From an optimization exercise on the open Yosys and OpenROAD flow, aimed at small area and a short achievable clock period; shortcuts taken in it are not production practice. Only the layout flow was run in this run; the RTL was not checked for function there. Power and IR drop assume default switching activity.

## design/flow/run.sh

```bash
#!/bin/bash
# synth_recipe.tcl (not shown) runs the flow's synth.tcl, then flattens the netlist and writes it again
# the make line also repeats each setting of config.mk as NAME=value (left out here)
make -C /OpenROAD-flow-scripts/flow DESIGN_CONFIG=/design/flow/config.mk WORK_HOME=/design/flow/orfs CLKGATE_MAP_FILE= SYNTH_SCRIPT=/design/flow/synth_recipe.tcl finish
```

## design/flow/config.mk

```make
export PLATFORM = sky130hd
export DESIGN_NAME = trace_monitor
export DESIGN_NICKNAME = trace_monitor
export VERILOG_FILES = /design/flow/design.v
export SDC_FILE = /design/flow/constraint.sdc
export NUM_CORES = 4
export LEC_CHECK = 0
export ABC_CLOCK_PERIOD_IN_PS = 2000
export CAP_MARGIN = 20
export CORE_MARGIN = 2
export CORE_UTILIZATION = 40
export SETUP_SLACK_MARGIN = 2.8
export SLEW_MARGIN = 20
```

## design/flow/constraint.sdc

```tcl
create_clock -name core_clock -period 5.0 [get_ports {clk}]
set_input_delay 1.0000 -clock core_clock [delete_from_list [all_inputs] [get_ports {clk}]]
set_output_delay 1.0000 -clock core_clock [all_outputs]
set_load 0.01 [all_outputs]
```

## design/flow/design.v

```verilog
`default_nettype none
package trace_monitor_pkg;
    typedef enum logic [3:0] {
        TRIG_START_EN   = 4'h0,
        TRIG_END_EN     = 4'h1,
        TRIG_START_ADDR = 4'h2,
        TRIG_END_ADDR   = 4'h3,
        RANGE_LO_EN     = 4'h4,
        RANGE_HI_EN     = 4'h5,
        RANGE_LO        = 4'h6,
        RANGE_HI        = 4'h7
    } ctrl_addr_t;
    localparam int INSTR_WIDTH = 32;
    localparam logic [INSTR_WIDTH-1:0] WFI_INSTRUCTION = 32'h1050_0073;
endpackage
`default_nettype wire
`timescale 1ns/1ns
`default_nettype none
module trace_monitor #(
    parameter int XLEN          = 32,
    parameter int DELTA_WIDTH   = 16,
    parameter int WFI_HOLD      = 8,
    parameter int FIFO_DEPTH    = 8,
    parameter bit WRITE_ON_EDGE = 1'b1
) (
    input  wire logic clk,
    input  wire logic rst_n,
    input  wire logic [XLEN-1:0] pc,
    input  wire logic [31:0] instr,
    input  wire logic en,
    input  wire logic [3:0] ctrl_addr,
    input  wire logic [XLEN-1:0] ctrl_wdata,
    input  wire logic ctrl_write_enable,
    input  wire logic m_tready,
    output logic      m_tvalid,
    output logic [32+DELTA_WIDTH+XLEN-1:0] m_tdata,
    output logic      m_tlast,
    output logic      overflow
);
    localparam int REC_W   = 32 + DELTA_WIDTH + XLEN;
    localparam int MEM_N   = FIFO_DEPTH - 1;           
    localparam int MCNT_W  = $clog2(MEM_N + 1);
    localparam int WCNT_W  = $clog2(WFI_HOLD + 1);
    localparam logic [31:0] WFI = trace_monitor_pkg::WFI_INSTRUCTION;
    logic            we_q;
    logic            wr;
    logic            start_en, end_en, lo_en, hi_en;
    logic [XLEN-1:0] start_addr, end_addr, lo_bound, hi_bound;
    logic            start_en_n, end_en_n, lo_en_n, hi_en_n;
    logic [XLEN-1:0] start_addr_n, end_addr_n, lo_bound_n, hi_bound_n;
    assign wr = WRITE_ON_EDGE ? (ctrl_write_enable & ~we_q) : ctrl_write_enable;
    always_comb begin
        start_en_n   = start_en;
        end_en_n     = end_en;
        start_addr_n = start_addr;
        end_addr_n   = end_addr;
        lo_en_n      = lo_en;
        hi_en_n      = hi_en;
        lo_bound_n   = lo_bound;
        hi_bound_n   = hi_bound;
        if (!rst_n) begin
            start_en_n   = 1'b0;
            end_en_n     = 1'b0;
            start_addr_n = '0;
            end_addr_n   = '1;
            lo_en_n      = 1'b0;
            hi_en_n      = 1'b0;
            lo_bound_n   = '0;
            hi_bound_n   = '1;
        end else if (wr) begin
            case (ctrl_addr)
                trace_monitor_pkg::TRIG_START_EN:   start_en_n   = ctrl_wdata[0];
                trace_monitor_pkg::TRIG_END_EN:     end_en_n     = ctrl_wdata[0];
                trace_monitor_pkg::TRIG_START_ADDR: start_addr_n = ctrl_wdata;
                trace_monitor_pkg::TRIG_END_ADDR:   end_addr_n   = ctrl_wdata;
                trace_monitor_pkg::RANGE_LO_EN:     lo_en_n      = ctrl_wdata[0];
                trace_monitor_pkg::RANGE_HI_EN:     hi_en_n      = ctrl_wdata[0];
                trace_monitor_pkg::RANGE_LO:        lo_bound_n   = ctrl_wdata;
                trace_monitor_pkg::RANGE_HI:        hi_bound_n   = ctrl_wdata;
                default: ;
            endcase
        end
    end
    always_ff @(posedge clk) begin
        we_q       <= rst_n & ctrl_write_enable;
        start_en   <= start_en_n;
        end_en     <= end_en_n;
        start_addr <= start_addr_n;
        end_addr   <= end_addr_n;
        lo_en      <= lo_en_n;
        hi_en      <= hi_en_n;
        lo_bound   <= lo_bound_n;
        hi_bound   <= hi_bound_n;
    end
    logic [XLEN-1:0] pc_s0, hist_pc;
    logic [31:0]     instr_s0, hist_instr;
    logic            s0_ok;
    logic            hist_is_wfi;         
    always_ff @(posedge clk) begin
        pc_s0       <= pc;
        instr_s0    <= instr;
        hist_pc     <= pc_s0;
        hist_instr  <= instr_s0;
        s0_ok       <= rst_n;
        hist_is_wfi <= rst_n && s0_ok && (instr_s0 == WFI);
    end
    logic [WCNT_W-1:0] wfi_cnt, wfi_cnt_n;
    always_comb begin
        if (!rst_n || !hist_is_wfi)  wfi_cnt_n = '0;
        else if (wfi_cnt < WFI_HOLD) wfi_cnt_n = wfi_cnt + 1'b1;
        else                         wfi_cnt_n = wfi_cnt;
    end
    always_ff @(posedge clk) wfi_cnt <= wfi_cnt_n;
    logic started, ended, started_n, ended_n;
    always_comb begin
        started_n = started;
        ended_n   = ended;
        if (start_en && (pc == start_addr)) begin
            started_n = 1'b1;
            ended_n   = 1'b0;
        end
        if (end_en && (pc == end_addr)) begin
            ended_n   = 1'b1;
            started_n = 1'b0;
        end
        if (!rst_n) begin
            started_n = 1'b0;
            ended_n   = 1'b0;
        end
    end
    always_ff @(posedge clk) begin
        started <= started_n;
        ended   <= ended_n;
    end
    logic retire_n, trig_n, range_n, write_ok;
    assign retire_n = rst_n && s0_ok && (pc_s0 != '0)
                      && ((pc != pc_s0) || (wfi_cnt_n == WCNT_W'(WFI_HOLD - 1)));
    assign trig_n   = (!start_en_n || started_n) && (!end_en_n || !ended_n);
    assign range_n  = (!lo_en_n || (pc_s0 >= lo_bound_n))
                      && (!hi_en_n || (pc_s0 <= hi_bound_n));
    always_ff @(posedge clk) begin
        write_ok <= retire_n && (wfi_cnt_n != WCNT_W'(WFI_HOLD)) && trig_n && range_n;
    end
    logic record_write;
    assign record_write = en && write_ok;
    logic [DELTA_WIDTH-1:0] cycles;
    always_ff @(posedge clk) begin
        if (!rst_n)              cycles <= '0;
        else if (record_write)   cycles <= {{(DELTA_WIDTH-1){1'b0}}, 1'b1};
        else if (cycles != '1)   cycles <= cycles + 1'b1;
    end
    logic [REC_W-1:0] push_data;
    logic             push_last;
    assign push_data = {hist_instr, cycles, hist_pc};
    assign push_last = hist_is_wfi;
    logic [REC_W-1:0]  head_q;
    logic              valid_q, tlast_q, ovf_q;
    logic [MEM_N-1:0][REC_W-1:0] slot_d;
    logic [MEM_N-1:0]  slot_l;
    logic [MEM_N-1:0]  wr_oh, rd_oh;
    logic [MCNT_W-1:0] mcnt;
    logic              mnz, mfull;
    logic              head_free, to_mem, from_mem;
    logic [REC_W-1:0]  next_data;
    logic              next_last;
    assign mnz       = (mcnt != '0);
    assign mfull     = (mcnt == MCNT_W'(MEM_N));
    assign head_free = !valid_q || m_tready;
    assign from_mem  = head_free && mnz;
    assign to_mem    = record_write && !mfull && (mnz || !head_free);
    always_ff @(posedge clk) begin
        for (int i = 0; i < MEM_N; i++) begin
            if (wr_oh[i] && !mfull) begin
                slot_d[i] <= push_data;
                slot_l[i] <= push_last;
            end
        end
    end
    always_comb begin
        next_data = mnz ? '0 : push_data;
        next_last = mnz ? 1'b0 : (record_write && push_last);
        for (int i = 0; i < MEM_N; i++) begin
            next_data = next_data | ({REC_W{rd_oh[i] && mnz}} & slot_d[i]);
            next_last = next_last | (rd_oh[i] && mnz && slot_l[i]);
        end
    end
    always_ff @(posedge clk) begin
        if (head_free) head_q <= next_data;
    end
    always_ff @(posedge clk) begin
        if (!rst_n) begin
            valid_q <= 1'b0;
            tlast_q <= 1'b0;
            ovf_q   <= 1'b0;
            mcnt    <= '0;
            wr_oh   <= MEM_N'(1);
            rd_oh   <= MEM_N'(1);
        end else begin
            valid_q <= (valid_q && !m_tready) || mnz || record_write;
            if (head_free) tlast_q <= next_last;
            if (record_write && mfull) ovf_q <= 1'b1;
            if (to_mem)   wr_oh <= {wr_oh[MEM_N-2:0], wr_oh[MEM_N-1]};
            if (from_mem) rd_oh <= {rd_oh[MEM_N-2:0], rd_oh[MEM_N-1]};
            if (to_mem && !from_mem)      mcnt <= mcnt + 1'b1;
            else if (from_mem && !to_mem) mcnt <= mcnt - 1'b1;
        end
    end
    assign m_tvalid = valid_q;
    assign m_tdata  = head_q;
    assign m_tlast  = tlast_q;
    assign overflow = ovf_q;
endmodule
`default_nettype wire
```

==> flow_summary.yaml <==
synth:
  synthCells: 2531
  synth_cell_types: 61
  synth_largest_area_cell: "edfxtp_1"
  yosysTopAreaCellShare: 0.550
  yosysWarningCount: 1
  syn_nets: 2704
  synthFlopType: "edfxtp_1"
  async_reset_ff_frac: 0
  synth-edff-count: 647
  syn_avg_cell_area_um2: 13.9
  synth_seq_cells: 953
  netlist_area_um2: 35300
  seq_area_frac_synth: 0.724
  ys_top_cells_by_area: "edfxtp_1 55%, dfxtp_1 17%, a22oi_1 3.4%"
route:
  vias_per_cell: 5.62
  avgRoutedWirePerCell_um: 26.5
  drt-total-wl_um: 109000
  drcViolationCount: 0
  num_vias: 23100
  antenna_left: 0
  drt_first_pass_iters: 7
  drt_iter0_drc: 2339
timing:
  setup_viol: 0
  rsz0062_at_grt: "true"
  hold_ws_ps: 334
  fin_ws_ps: 1970
  setup_tns_ps: 0
  fin_worst_skew_ps: 43.4
  fin_crit_sh: 0.607
  finalMaxSlewViolations: 0
  worstMarginPinSlew_ps: 996
  timing.fmax_mhz: 330
  min_period_ps: 3030
  finalHoldViolCount: 0
  relSlewSlack: 0.336
pwr:
  p_switching_uw: 7030
  clock_power_share: 0.328
  power_leakage_uw: 0.0162
  p_sw_frac: 0.303
  vdd_ir_drop_max_mv: 0.273
  seq_power_share: 0.420
  power_density_nw_per_um2: 519
  comb_power_share: 0.252
  p_int_uw: 16100
finish:
  drive_gt1_frac: 0.229
  fin_area_um2: 44600
  layout.nets: 3042
  areaGrowthSynthToFinish_pct: 26.5
clock_tree:
  htree_levels: 3
  clock_sinks: 953
  cts_inserted_buffers: 98
  clockBufferDepth: 3
  cts-root-buf: "clkbuf_16"
  path_clk_slew_ps: 60
  cts_tree: "yes"
  clk_latency_ps: 690
floorplanning:
  fp.dieH_um: 301
  ios: 188
  fp.dieW_um: 301
  die-area_um2: 90600
  core_area_um2: 87200
  row_count: 108
  initial_utilization: 0.405
grt:
  antenna_found_initial: 1
  gr-usage-met1: 0.303
  grt_pass1_vias: 23000
  grt_pass1_wl_um: 155000
  grt_max_degree: 80
  grt.met2_usage: 0.387
  busiest_layer: "met2"
  grt_use_met3: 0.0432
  grt_overflow: 0
  grt_use_total: 0.234
worst_setup_path:
  critical_path_class: "in2reg"
  critPathCaptureType: "register"
  arrival_ps: 3620
  cp-start-kind: "primary input"
  worstPathMaxFanout: 8
  crit_required_ps: 5580
placed_design:
  gp_congestion: 0.859
  hpwl_um: 56400
  port_buffers: 187
  pre_cts_slack_ps: 417
  dpl_cell_area_um2: 38500
min_path:
  hold_path_class: "reg2reg"
outcome:
  status: "timing/DRC/antenna clean"
flow_run:
  cap_violations: 0
-- flip-flops by register name (all words and copies together) (netlist names), 3 cells and up --
signal      flops
cycles         16
end_addr       32
head_q         80
hi_bound       32
hist_instr     32
hist_pc        32
instr_s0       32
lo_bound       32
mcnt            3
pc_s0          32
rd_oh           7
slot_d        560
slot_l          7
start_addr     32
wfi_cnt         4
wr_oh           7
-- worst max-delay path, cell delays in order --
cell and delay, ps:
buf_2 130, nand4bb_4 220, nor2_4 190, buf_12 170, buf_12 150, mux2i_1 190, and2_4 170, ha_1 230
nor2b_1 130, o211ai_1 170, a21oi_1 90, o41a_1 440, o211a_1 230, nor4_2 110
-- logic make-up after synthesis --
logic type | Yosys count | share of synthesized area
muxes | 73 | 0.0207
and+or+nand+nor | 679 | 0.0927
DFF | 953 | 0.724
xor gates and xnor gates | 108 | 0.0268
adders and majority gates | 68 | 0.0243
buffers and inverters | 200 | 0.0235
AOI/OAI and AO/OA | 450 | 0.0879
-- cell type report --
class | instances | area, um^2
Tap cell | 1155 | 1450
Antenna cell | 1 | 2.50
Sequential cell | 953 | 25600
Fill cell | 7206 | 42500
Clock inverter | 58 | 737
Multi-Input combinational cell | 1407 | 10500
Inverter | 75 | 298
Timing Repair Buffer | 334 | 3400
Clock buffer | 125 | 2670
-- per-layer routing --
layer,vias to the layer above,part of all wire
met4,0,0.043
met3,241,0.078
met2,1107,0.48
met1,11500,0.40
li1,10200,-
met5,-,0
-- power groups by stage --
| stage | sequential, uW | combinational (uW) | clock (uW) |
|---|---|---|---|
| after detailed placement | 9840 | 4100 | 0 |
| final | 9720 | 5840 | 7600 |
| after global routing | 9760 | 6170 | 8030 |
| after CTS | 9700 | 5300 | 7690 |
| after global placement | 9820 | 4060 | 0 |
| after floorplan | 9810 | 2150 | 0 |
-- path summary, 6_finish.rpt --
path / cells past startpoint / slack, ps / from / endpoint
setup / recovery: 14 / 1970 / ctrl_addr[3] / write_ok
hold / removal: 0 / 330 / instr_s0[23] / hist_instr[23]
hold reg to reg: 0 / 330 / instr_s0[23] / hist_instr[23]
setup reg to reg: 13 / 2040 / we_q / write_ok
-- cell usage after synthesis, types with 2 or more instances --
master	instances
a222oi_1	8
nor3_1	14
dfxtp_1	306
buf_1	2
a21oi_1	143
buf_6	3
nand4_1	27
nor2b_1	6
or3_1	5
nand2b_1	36
xor2_1	71
nor4_1	31
o21ai_0	25
xnor2_1	37
buf_4	3
nor2_1	109
and4_1	2
nand2_1	250
nand3_1	135
clkbuf_1	81
a221oi_1	74
o211a_1	2
o21a_1	2
edfxtp_1	647
a22oi_1	162
buf_2	36
a31oi_1	4
a21o_1	10
nor4b_1	6
o211ai_1	5
mux2i_1	73
inv_1	74
a2111oi_0	2
a211oi_1	3
o31ai_1	3
nor4bb_1	2
nor3b_1	4
ha_1	67
and2_1	39
-- through the flow --
step           total power [uW]  cells   util
2_1_floorplan             12000   2531      -
3_3_place_gp              13900   3794  0.442
6_report                  23200   4108  0.512
5_1_grt                   24000   4107  0.512
3_5_place_dp              13900   3794  0.442
4_1_cts                   22700   4092  0.501
-- repair_timing --
item                       CTS  global route
gates cloned                40             4
gates resized for setup    605           149
hold buffers                 0             0
pin swaps                   79            90
setup endpoints to repair  478           339
buffers inserted            75            11
-- layout by cell type, fill, tap and decap left out, types with 21 or more instances in the layout --
| cell | n |
|---|---|
| nand3_1 | 109 |
| a21oi_1 | 142 |
| nand2b_1 | 36 |
| o21ai_0 | 22 |
| a221oi_2 | 40 |
| dlygate4sd2_1 | 26 |
| and2_1 | 22 |
| buf_2 | 82 |
| ha_1 | 65 |
| nand4_1 | 27 |
| clkbuf_16 | 103 |
| nand3_2 | 26 |
| xor2_1 | 71 |
| buf_12 | 22 |
| edfxtp_1 | 647 |
| dfxtp_1 | 298 |
| nor2_1 | 106 |
| xnor2_1 | 37 |
| buf_4 | 61 |
| a22oi_2 | 99 |
| mux2i_1 | 72 |
| a22oi_1 | 64 |
| clkdlybuf4s50_1 | 67 |
| and2_4 | 32 |
| inv_1 | 71 |
| nand2_1 | 248 |
| nor4_1 | 23 |
| a221oi_1 | 21 |
| buf_6 | 45 |

[separate check: timing with driven ports]
Ports are ideal in the flow. The routed layout listed here was re-timed in OpenROAD.
Step 1: set_driving_cell puts a clkbuf_16 on clk and a buf_2 on each other input, an assumption about the parent block.
Step 2 also shifts input and output timing later by t, the mid clock arrival at the registers, as if the neighbouring blocks saw the same clock.
Slacks: no drivers / after step 1 / after step 2; pairs: no drivers / after step 1.
t, ns: 0.734
setup WS [ns]: 1.967 / 2.017 / 1.283
worst hold slack (ns): 0.334 / 0.334 / 0.334
clock arrival spread, ns: 0.052 / 0.051
After both steps this run still meets setup and hold. The setup slack of this run moves by +0.050 ns with the drivers and by -0.684 ns with both steps.
